Background: an optimization exercise with open tools, aiming at small area, a short achievable clock period and few clock cycles per item. Do not read the settings as production practice.
Where RTL was checked, it was by simulation tests only, not by an equivalence proof against the original.

== v6 ==
==> module permutation_multi_round, before the edit <==
module permutation_multi_round (
  input  logic         clock,
  input  logic         reset_n,
  input  logic         i_sys_enable,
  input  logic         i_start,
  input  logic [3:0]   i_num_rounds,
  input  logic [319:0] i_state,
  output logic         o_busy,
  output logic         o_done,
  output logic         o_error,
  output logic [319:0] o_state
);
  localparam int CUT = 1;
  function automatic logic [63:0] ror64(input logic [63:0] x, input integer n);
    logic [127:0] w_dbl;
    w_dbl = {x, x} >> n;
    ror64 = w_dbl[63:0];
  endfunction
  function automatic logic [319:0] round_tail(input logic [319:0] z);
    logic [63:0] z0, z1, z2, z3, z4;
    z0 = z[319:256];
    z1 = z[255:192];
    z2 = z[191:128];
    z3 = z[127:64];
    z4 = z[63:0];
    z0 = z0 ^ ror64(z0, 19) ^ ror64(z0, 28);
    z1 = z1 ^ ror64(z1, 61) ^ ror64(z1, 39);
    z2 = z2 ^ ror64(z2, 1)  ^ ror64(z2, 6);
    z3 = z3 ^ ror64(z3, 10) ^ ror64(z3, 17);
    z4 = z4 ^ ror64(z4, 7)  ^ ror64(z4, 41);
    round_tail = {z0, z1, z2, z3, z4};
  endfunction
  function automatic logic [319:0] round_head(input logic [319:0] s, input logic [7:0] rc);
    logic [63:0] a0, a1, a2, a3, a4;
    logic [63:0] y0, y1, y2, y3, y4;
    a0 = s[319:256] ^ s[63:0];
    a1 = s[255:192];
    a2 = s[191:128] ^ s[255:192] ^ {56'd0, rc};
    a3 = s[127:64];
    a4 = s[63:0] ^ s[127:64];
    y0 = a0 ^ (~a1 & a2);
    y1 = a1 ^ (~a2 & a3);
    y2 = a2 ^ (~a3 & a4);
    y3 = a3 ^ (~a4 & a0);
    y4 = a4 ^ (~a0 & a1);
    round_head = {y0 ^ y4, y1 ^ y0, ~y2, y3 ^ y2, y4};
  endfunction
  function automatic logic [7:0] rconst(input logic [3:0] i);
    rconst = {4'hF - i, i};
  endfunction
  logic         r_run;
  logic [3:0]   r_idx;
  logic [319:0] r_state;
  logic         r_done;
  logic         r_error;
  logic [319:0] w_tail;
  logic [319:0] w_src;
  logic [3:0]   w_src_idx;
  logic [319:0] w_head;
  logic         w_legal;
  logic         w_load;
  logic         w_last;
  assign w_legal = (i_num_rounds != 4'd0) &&
                   !(i_num_rounds[3] && i_num_rounds[2] && (i_num_rounds[1] || i_num_rounds[0]));
  assign w_load  = !r_run && i_start && w_legal;
  assign w_tail    = round_tail(r_state);
  assign w_src_idx = r_run ? r_idx + 4'd1 : 4'd12 - i_num_rounds;
  assign w_last    = (w_src_idx == 4'd11);
  if (CUT == 0) begin : g_cut0
    assign w_src   = r_run ? r_state : i_state;
    assign w_head  = round_tail(round_head(w_src, rconst(w_src_idx)));
    assign o_state = r_state;
  end else begin : g_cut1
    assign w_src   = r_run ? w_tail : i_state;
    assign w_head  = round_head(w_src, rconst(w_src_idx));
    assign o_state = w_tail;
  end
  always_ff @(posedge clock or negedge reset_n) begin
    if (!reset_n) begin
      r_run   <= 1'b0;
      r_idx   <= 4'd0;
      r_state <= 320'd0;
      r_done  <= 1'b0;
      r_error <= 1'b0;
    end else if (!i_sys_enable) begin
      r_run   <= 1'b0;
      r_idx   <= 4'd0;
      r_state <= 320'd0;
      r_done  <= 1'b0;
      r_error <= 1'b0;
    end else begin
      if (r_run || w_load) begin
        r_state <= w_head;
        r_idx   <= w_src_idx;
        r_run   <= !w_last;
        r_done  <= w_last;
      end else begin
        r_done  <= 1'b0;
      end
      r_error <= !r_run && i_start && !w_legal;
    end
  end
  assign o_busy  = r_run;
  assign o_done  = r_done;
  assign o_error = r_error;
endmodule
Settings: LEC_CHECK=0, CAP_MARGIN=20, CORE_MARGIN=2, CORE_UTILIZATION=40, SETUP_SLACK_MARGIN=2.2, SLEW_MARGIN=20; clock period 5.0 ns.
standard.sh (not shown) runs the stock make flow with config.mk's settings and CLKGATE_MAP_FILE= SYNTH_SCRIPT=/design/flow/synth_recipe.tcl, a recipe that flattens the netlist after the stock synthesis.
==> flow/flow/run.sh <==
#!/bin/bash
# Standard layout, with the port buffers made from plain buffers.
bash standard.sh BUFFER_PORTS_ARGS="-buffer_cell sky130_fd_sc_hd__buf_1" finish > standard.log 2>&1
Testbench counts of v6, summed over its fixed seeds: cycles 22,998, items 2,400.
Here is what was changed in the inputs of v7 compared with v6.
-- flow/design.v --
<<< v6, line 11
  output logic [319:0] o_state
);
  localparam int CUT = 1;
  function automatic logic [63:0] ror64(input logic [63:0] x, input integer n);
    logic [127:0] w_dbl;
>>> v7, line 11
  output logic [319:0] o_state
);
  function automatic logic [63:0] ror64(input logic [63:0] x, input integer n);
    logic [127:0] w_dbl;
<<< v6, line 50
  endfunction
  logic         r_run;
  logic [3:0]   r_idx;
  logic [319:0] r_state;
  logic         r_done;
>>> v7, line 49
  endfunction
  logic         r_run;
  logic [3:0]   r_idx;      
  logic [319:0] r_state;
  logic         r_done;
<<< v6, line 56
  logic [319:0] w_tail;
  logic [319:0] w_src;
  logic [3:0]   w_src_idx;
  logic [319:0] w_head;
  logic         w_legal;
  logic         w_load;
  logic         w_last;
  assign w_legal = (i_num_rounds != 4'd0) &&
                   !(i_num_rounds[3] && i_num_rounds[2] && (i_num_rounds[1] || i_num_rounds[0]));
  assign w_load  = !r_run && i_start && w_legal;
  assign w_tail    = round_tail(r_state);
  assign w_src_idx = r_run ? r_idx + 4'd1 : 4'd12 - i_num_rounds;
  assign w_last    = (w_src_idx == 4'd11);
  if (CUT == 0) begin : g_cut0
    assign w_src   = r_run ? r_state : i_state;
    assign w_head  = round_tail(round_head(w_src, rconst(w_src_idx)));
    assign o_state = r_state;
  end else begin : g_cut1
    assign w_src   = r_run ? w_tail : i_state;
    assign w_head  = round_head(w_src, rconst(w_src_idx));
    assign o_state = w_tail;
  end
  always_ff @(posedge clock or negedge reset_n) begin
    if (!reset_n) begin
>>> v7, line 55
  logic [319:0] w_tail;
  logic [319:0] w_src;
  logic [7:0]   w_rc;
  logic [319:0] w_head;
  logic         w_legal;
  logic         w_load;
  logic         w_last;
  logic [3:0]   w_idx_nxt;
  assign w_legal = (i_num_rounds != 4'd0) &&
                   !(i_num_rounds[3] && i_num_rounds[2] && (i_num_rounds[1] || i_num_rounds[0]));
  assign w_load  = !r_run && i_start && w_legal;
  assign w_tail = round_tail(r_state);
  always_comb begin
    if (r_run) begin
      w_rc      = rconst(r_idx);
      w_last    = (r_idx == 4'd11);
      w_idx_nxt = r_idx + 4'd1;
    end else begin
      w_rc      = {4'd3 + i_num_rounds, 4'd12 - i_num_rounds};
      w_last    = (i_num_rounds == 4'd1);
      w_idx_nxt = 4'd13 - i_num_rounds;
    end
  end
  assign w_src   = r_run ? w_tail : i_state;
  assign w_head  = round_head(w_src, w_rc);
  assign o_state = w_tail;
  always_ff @(posedge clock or negedge reset_n) begin
    if (!reset_n) begin
<<< v6, line 92
      if (r_run || w_load) begin
        r_state <= w_head;
        r_idx   <= w_src_idx;
        r_run   <= !w_last;
        r_done  <= w_last;
>>> v7, line 95
      if (r_run || w_load) begin
        r_state <= w_head;
        r_idx   <= w_idx_nxt;
        r_run   <= !w_last;
        r_done  <= w_last;
[summary]
v7 ran to completion and came out clean on the timing, DRC and antenna checks.
v6 completed every stage of the flow, and the final layout passed the timing, DRC and antenna checks.
Total I/O pin count came out exactly the same in v7 and v6.
In the final reports, the cell area of v7 is larger than that of v6.
Comparing v7 and v6, overall via count from detail_route is higher on v7.
| share of cells above drive strength 1 | v7 vs v6 | 4.5 points higher |
v6 → v7: global-route usage shows an increase of 1.4 points; register share of the cell area shows a reduction of 1.2 points.
Looking at wire length, v7 sits about 2.8% higher than v6 does.
Function not checked in v7: the RTL went through the layout flow alone.

* * *

The RTL this note starts from:
==> flow/design.v <==
module permutation_multi_round (
  input  logic         clock,
  input  logic         reset_n,
  input  logic         i_sys_enable,
  input  logic         i_start,
  input  logic [3:0]   i_num_rounds,
  input  logic [319:0] i_state,
  output logic         o_busy,
  output logic         o_done,
  output logic         o_error,
  output logic [319:0] o_state
);
  localparam int CUT = 1;
  function automatic logic [63:0] ror64(input logic [63:0] x, input integer n);
    logic [127:0] w_dbl;
    w_dbl = {x, x} >> n;
    ror64 = w_dbl[63:0];
  endfunction
  function automatic logic [319:0] round_tail(input logic [319:0] z);
    logic [63:0] z0, z1, z2, z3, z4;
    z0 = z[319:256];
    z1 = z[255:192];
    z2 = z[191:128];
    z3 = z[127:64];
    z4 = z[63:0];
    z0 = z0 ^ ror64(z0, 19) ^ ror64(z0, 28);
    z1 = z1 ^ ror64(z1, 61) ^ ror64(z1, 39);
    z2 = z2 ^ ror64(z2, 1)  ^ ror64(z2, 6);
    z3 = z3 ^ ror64(z3, 10) ^ ror64(z3, 17);
    z4 = z4 ^ ror64(z4, 7)  ^ ror64(z4, 41);
    round_tail = {z0, z1, z2, z3, z4};
  endfunction
  function automatic logic [319:0] round_head(input logic [319:0] s, input logic [7:0] rc);
    logic [63:0] a0, a1, a2, a3, a4;
    logic [63:0] y0, y1, y2, y3, y4;
    a0 = s[319:256] ^ s[63:0];
    a1 = s[255:192];
    a2 = s[191:128] ^ s[255:192] ^ {56'd0, rc};
    a3 = s[127:64];
    a4 = s[63:0] ^ s[127:64];
    y0 = a0 ^ (~a1 & a2);
    y1 = a1 ^ (~a2 & a3);
    y2 = a2 ^ (~a3 & a4);
    y3 = a3 ^ (~a4 & a0);
    y4 = a4 ^ (~a0 & a1);
    round_head = {y0 ^ y4, y1 ^ y0, ~y2, y3 ^ y2, y4};
  endfunction
  function automatic logic [7:0] rconst(input logic [3:0] i);
    rconst = {4'hF - i, i};
  endfunction
  logic         r_run;
  logic         r_idle;     
  logic [3:0]   r_idx;
  logic [319:0] r_state;
  logic         r_done;
  logic         r_error;
  logic [319:0] w_tail;
  logic [319:0] w_src;
  logic [3:0]   w_src_idx;
  logic [319:0] w_head;
  logic         w_legal;
  logic         w_load;
  logic         w_last;
  assign w_legal = (i_num_rounds != 4'd0) &&
                   !(i_num_rounds[3] && i_num_rounds[2] && (i_num_rounds[1] || i_num_rounds[0]));
  assign w_load  = !r_run && i_start && w_legal;
  assign w_tail    = round_tail(r_state);
  assign w_src_idx = r_run ? r_idx + 4'd1 : 4'd12 - i_num_rounds;
  assign w_last    = (w_src_idx == 4'd11);
  if (CUT == 0) begin : g_cut0
    assign w_src   = r_run ? r_state : i_state;
    assign w_head  = round_tail(round_head(w_src, rconst(w_src_idx)));
    assign o_state = r_state;
  end else begin : g_cut1
    assign w_src   = {r_run  ? w_tail[319:128] : i_state[319:128],
                      r_idle ? i_state[127:0]  : w_tail[127:0]};
    assign w_head  = round_head(w_src, rconst(w_src_idx));
    assign o_state = w_tail;
  end
  always_ff @(posedge clock or negedge reset_n) begin
    if (!reset_n) begin
      r_run   <= 1'b0;
      r_idle  <= 1'b1;
      r_idx   <= 4'd0;
      r_state <= 320'd0;
      r_done  <= 1'b0;
      r_error <= 1'b0;
    end else if (!i_sys_enable) begin
      r_run   <= 1'b0;
      r_idle  <= 1'b1;
      r_idx   <= 4'd0;
      r_state <= 320'd0;
      r_done  <= 1'b0;
      r_error <= 1'b0;
    end else begin
      if (r_run || w_load) begin
        r_state <= w_head;
        r_idx   <= w_src_idx;
        r_run   <= !w_last;
        r_idle  <= w_last;
        r_done  <= w_last;
      end else begin
        r_done  <= 1'b0;
      end
      r_error <= !r_run && i_start && !w_legal;
    end
  end
  assign o_busy  = r_run;
  assign o_done  = r_done;
  assign o_error = r_error;
endmodule
==> flow/config.mk <==
export PLATFORM = sky130hd
export DESIGN_NAME = permutation_multi_round
export DESIGN_NICKNAME = permutation_multi_round
export VERILOG_FILES = /design/flow/design.v
export SDC_FILE = /design/flow/constraint.sdc
export NUM_CORES = 4
export LEC_CHECK = 0
export CAP_MARGIN = 20
export CORE_MARGIN = 2
export CORE_UTILIZATION = 40
export PLACE_DENSITY = 0.75
export SETUP_SLACK_MARGIN = 2.1
export SLEW_MARGIN = 20
==> flow/constraint.sdc <==
create_clock -name core_clock -period 5.0 [get_ports {clock}]
set_input_delay 1.0000 -clock core_clock [delete_from_list [all_inputs] [get_ports {clock}]]
set_output_delay 1.0000 -clock core_clock [all_outputs]
set_load 0.01 [all_outputs]
Scripts as last shown in full above: flow/flow/run.sh
Next try:
--- a/flow/design.v
+++ b/flow/design.v
@@ -48,9 +48,8 @@
   function automatic logic [7:0] rconst(input logic [3:0] i);
     rconst = {4'hF - i, i};
   endfunction
   logic         r_run;
-  logic         r_idle;     
   logic [3:0]   r_idx;
   logic [319:0] r_state;
   logic         r_done;
   logic         r_error;
@@ -71,24 +70,21 @@
     assign w_src   = r_run ? r_state : i_state;
     assign w_head  = round_tail(round_head(w_src, rconst(w_src_idx)));
     assign o_state = r_state;
   end else begin : g_cut1
-    assign w_src   = {r_run  ? w_tail[319:128] : i_state[319:128],
-                      r_idle ? i_state[127:0]  : w_tail[127:0]};
+    assign w_src   = r_run ? w_tail : i_state;
     assign w_head  = round_head(w_src, rconst(w_src_idx));
     assign o_state = w_tail;
   end
   always_ff @(posedge clock or negedge reset_n) begin
     if (!reset_n) begin
       r_run   <= 1'b0;
-      r_idle  <= 1'b1;
       r_idx   <= 4'd0;
       r_state <= 320'd0;
       r_done  <= 1'b0;
       r_error <= 1'b0;
     end else if (!i_sys_enable) begin
       r_run   <= 1'b0;
-      r_idle  <= 1'b1;
       r_idx   <= 4'd0;
       r_state <= 320'd0;
       r_done  <= 1'b0;
       r_error <= 1'b0;
@@ -96,9 +92,8 @@
       if (r_run || w_load) begin
         r_state <= w_head;
         r_idx   <= w_src_idx;
         r_run   <= !w_last;
-        r_idle  <= w_last;
         r_done  <= w_last;
       end else begin
         r_done  <= 1'b0;
       end
What happened: The new run completed with no timing, DRC or antenna violations. Die area barely changes. First-iteration DRC count goes down by 1.5%. Routed wire length goes up by 1.4%. Fmax goes down by about 0.5%. Global-route usage goes up by 0.55 points. Worst setup slack gets worse by 0.015 ns. Synthesized area stays flat. Hold slack gets worse by 0.052 ns.
Testbench counts after the change, summed over its fixed seeds: cycles 22,998, items 2,400.
No functional check of the RTL was part of the first run of this note.

* * *

permutation_multi_round with an RTL version that a note above also has.
For scale: about 3100 cells after synthesis, roughly 650 I/O pins.
==> module permutation_multi_round, before the edit <==
module permutation_multi_round (
  input  logic         clock,
  input  logic         reset_n,
  input  logic         i_sys_enable,
  input  logic         i_start,
  input  logic [3:0]   i_num_rounds,
  input  logic [319:0] i_state,
  output logic         o_busy,
  output logic         o_done,
  output logic         o_error,
  output logic [319:0] o_state
);
  function automatic logic [63:0] ror64(input logic [63:0] x, input integer n);
    logic [127:0] w_dbl;
    w_dbl = {x, x} >> n;
    ror64 = w_dbl[63:0];
  endfunction
  function automatic logic [319:0] round_tail(input logic [319:0] z);
    logic [63:0] z0, z1, z2, z3, z4;
    z0 = z[319:256];
    z1 = z[255:192];
    z2 = z[191:128];
    z3 = z[127:64];
    z4 = z[63:0];
    z0 = z0 ^ ror64(z0, 19) ^ ror64(z0, 28);
    z1 = z1 ^ ror64(z1, 61) ^ ror64(z1, 39);
    z2 = z2 ^ ror64(z2, 1)  ^ ror64(z2, 6);
    z3 = z3 ^ ror64(z3, 10) ^ ror64(z3, 17);
    z4 = z4 ^ ror64(z4, 7)  ^ ror64(z4, 41);
    round_tail = {z0, z1, z2, z3, z4};
  endfunction
  function automatic logic [319:0] round_head(input logic [319:0] s, input logic [7:0] rc);
    logic [63:0] a0, a1, a2, a3, a4;
    logic [63:0] y0, y1, y2, y3, y4;
    a0 = s[319:256] ^ s[63:0];
    a1 = s[255:192];
    a2 = s[191:128] ^ s[255:192] ^ {56'd0, rc};
    a3 = s[127:64];
    a4 = s[63:0] ^ s[127:64];
    y0 = a0 ^ (~a1 & a2);
    y1 = a1 ^ (~a2 & a3);
    y2 = a2 ^ (~a3 & a4);
    y3 = a3 ^ (~a4 & a0);
    y4 = a4 ^ (~a0 & a1);
    round_head = {y0 ^ y4, y1 ^ y0, ~y2, y3 ^ y2, y4};
  endfunction
  function automatic logic [7:0] rconst(input logic [3:0] i);
    rconst = {4'hF - i, i};
  endfunction
  logic         r_run;
  logic [3:0]   r_idx;      
  logic [319:0] r_state;
  logic         r_done;
  logic         r_error;
  logic [319:0] w_tail;
  logic [319:0] w_src;
  logic [7:0]   w_rc;
  logic [319:0] w_head;
  logic         w_legal;
  logic         w_load;
  logic         w_last;
  logic [3:0]   w_idx_nxt;
  assign w_legal = (i_num_rounds != 4'd0) &&
                   !(i_num_rounds[3] && i_num_rounds[2] && (i_num_rounds[1] || i_num_rounds[0]));
  assign w_load  = !r_run && i_start && w_legal;
  assign w_tail = round_tail(r_state);
  always_comb begin
    if (r_run) begin
      w_rc      = rconst(r_idx);
      w_last    = (r_idx == 4'd11);
      w_idx_nxt = r_idx + 4'd1;
    end else begin
      w_rc      = {4'd3 + i_num_rounds, 4'd12 - i_num_rounds};
      w_last    = (i_num_rounds == 4'd1);
      w_idx_nxt = 4'd13 - i_num_rounds;
    end
  end
  assign w_src   = r_run ? w_tail : i_state;
  assign w_head  = round_head(w_src, w_rc);
  assign o_state = w_tail;
  always_ff @(posedge clock or negedge reset_n) begin
    if (!reset_n) begin
      r_run   <= 1'b0;
      r_idx   <= 4'd0;
      r_state <= 320'd0;
      r_done  <= 1'b0;
      r_error <= 1'b0;
    end else if (!i_sys_enable) begin
      r_run   <= 1'b0;
      r_idx   <= 4'd0;
      r_state <= 320'd0;
      r_done  <= 1'b0;
      r_error <= 1'b0;
    end else begin
      if (r_run || w_load) begin
        r_state <= w_head;
        r_idx   <= w_idx_nxt;
        r_run   <= !w_last;
        r_done  <= w_last;
      end else begin
        r_done  <= 1'b0;
      end
      r_error <= !r_run && i_start && !w_legal;
    end
  end
  assign o_busy  = r_run;
  assign o_done  = r_done;
  assign o_error = r_error;
endmodule
==> flow/config.mk <==
export PLATFORM = sky130hd
export DESIGN_NAME = permutation_multi_round
export DESIGN_NICKNAME = permutation_multi_round
export VERILOG_FILES = /design/flow/design.v
export SDC_FILE = /design/flow/constraint.sdc
export NUM_CORES = 4
export LEC_CHECK = 0
export CAP_MARGIN = 20
export CORE_MARGIN = 2
export CORE_UTILIZATION = 40
export SETUP_SLACK_MARGIN = 2.0
export SLEW_MARGIN = 20
==> flow/constraint.sdc <==
create_clock -name core_clock -period 5.0 [get_ports {clock}]
set_input_delay 1.0000 -clock core_clock [delete_from_list [all_inputs] [get_ports {clock}]]
set_output_delay 1.0000 -clock core_clock [all_outputs]
set_load 0.01 [all_outputs]
Scripts as last shown in full above: flow/flow/run.sh
Rerun with:
--- a/flow/design.v
+++ b/flow/design.v
@@ -8,10 +8,11 @@
   output logic         o_busy,
   output logic         o_done,
   output logic         o_error,
   output logic [319:0] o_state
 );
+  localparam int CUT = 0;
   function automatic logic [63:0] ror64(input logic [63:0] x, input integer n);
     logic [127:0] w_dbl;
     w_dbl = {x, x} >> n;
     ror64 = w_dbl[63:0];
   endfunction
@@ -46,40 +47,36 @@
   endfunction
   function automatic logic [7:0] rconst(input logic [3:0] i);
     rconst = {4'hF - i, i};
   endfunction
   logic         r_run;
-  logic [3:0]   r_idx;      
+  logic [3:0]   r_idx;
   logic [319:0] r_state;
   logic         r_done;
   logic         r_error;
   logic [319:0] w_tail;
   logic [319:0] w_src;
-  logic [7:0]   w_rc;
+  logic [3:0]   w_src_idx;
   logic [319:0] w_head;
   logic         w_legal;
   logic         w_load;
   logic         w_last;
-  logic [3:0]   w_idx_nxt;
   assign w_legal = (i_num_rounds != 4'd0) &&
                    !(i_num_rounds[3] && i_num_rounds[2] && (i_num_rounds[1] || i_num_rounds[0]));
   assign w_load  = !r_run && i_start && w_legal;
-  assign w_tail = round_tail(r_state);
-  always_comb begin
-    if (r_run) begin
-      w_rc      = rconst(r_idx);
-      w_last    = (r_idx == 4'd11);
-      w_idx_nxt = r_idx + 4'd1;
-    end else begin
-      w_rc      = {4'd3 + i_num_rounds, 4'd12 - i_num_rounds};
-      w_last    = (i_num_rounds == 4'd1);
-      w_idx_nxt = 4'd13 - i_num_rounds;
-    end
+  assign w_tail    = round_tail(r_state);
+  assign w_src_idx = r_run ? r_idx + 4'd1 : 4'd12 - i_num_rounds;
+  assign w_last    = (w_src_idx == 4'd11);
+  if (CUT == 0) begin : g_cut0
+    assign w_src   = r_run ? r_state : i_state;
+    assign w_head  = round_tail(round_head(w_src, rconst(w_src_idx)));
+    assign o_state = r_state;
+  end else begin : g_cut1
+    assign w_src   = r_run ? w_tail : i_state;
+    assign w_head  = round_head(w_src, rconst(w_src_idx));
+    assign o_state = w_tail;
   end
-  assign w_src   = r_run ? w_tail : i_state;
-  assign w_head  = round_head(w_src, w_rc);
-  assign o_state = w_tail;
   always_ff @(posedge clock or negedge reset_n) begin
     if (!reset_n) begin
       r_run   <= 1'b0;
       r_idx   <= 4'd0;
       r_state <= 320'd0;
@@ -92,11 +89,11 @@
       r_done  <= 1'b0;
       r_error <= 1'b0;
     end else begin
       if (r_run || w_load) begin
         r_state <= w_head;
-        r_idx   <= w_idx_nxt;
+        r_idx   <= w_src_idx;
         r_run   <= !w_last;
         r_done  <= w_last;
       end else begin
         r_done  <= 1'b0;
       end
=> This time the run finished but failed the layout checks on max-slew violations; global-route usage rose by 1.2 points; non-clock buffer count rose by 312; register-to-register slack got worse by 100 ps; design area rose by 22%; die area rose by 5.7%; cell count rose by 10%; setup slack improved by 15 ps; wire length rose by 11%; flip-flop and latch count stays the same; hold slack improved by 16 ps; clock-buffer cell count is unchanged; sequential share of layout area fell by 4.2 points.
Function was not checked in any run of this note: the RTL went through the layout flow alone.

re-timing with driven ports:
The flow's constraints put no driver on any port. The routed layouts listed below were extracted and timed again, unchanged, in two steps. Step 1 assumes that a clkbuf_16 drives the clock port and a buf_2 every other input. Step 2 moves the port delays by t, midway between the first and last clock arrival at a register: inputs arrive t later, outputs are due t later. That takes back most of the time a late clock gives input paths. a / b / c = no drivers / after step 1 / after step 2; a / b = the first two.
| run | shift t [ns] | slack for setup (ns) | worst setup path after step 2 | slew at the worst register clock pin (ns) |
|---|---|---|---|---|
| v6 | 0.649 | 2.127 / 2.056 / 1.699 | input to register | 0.06 / 0.06 |
| v7 | 0.649 | 2.117 / 2.047 / 1.703 | input to register | 0.07 / 0.07 |
| the first run of note 2 | 0.629 | 2.073 / 2.005 / 1.573 | input to register | 0.06 / 0.06 |
| the second run of note 2 | 0.637 | 2.058 / 1.992 / 1.594 | input to register | 0.06 / 0.06 |
| the first run of note 3 | 0.647 | 1.875 / 1.803 / 1.553 | input to register | 0.07 / 0.07 |
| the second run of note 3 | 0.651 | 1.890 / 1.890 / 1.352 | input to register | 0.06 / 0.06 |
For the second run of note 3, which loses most, drivers alone change the setup slack by 0.000 ns; drivers and shift together by -0.538 ns.
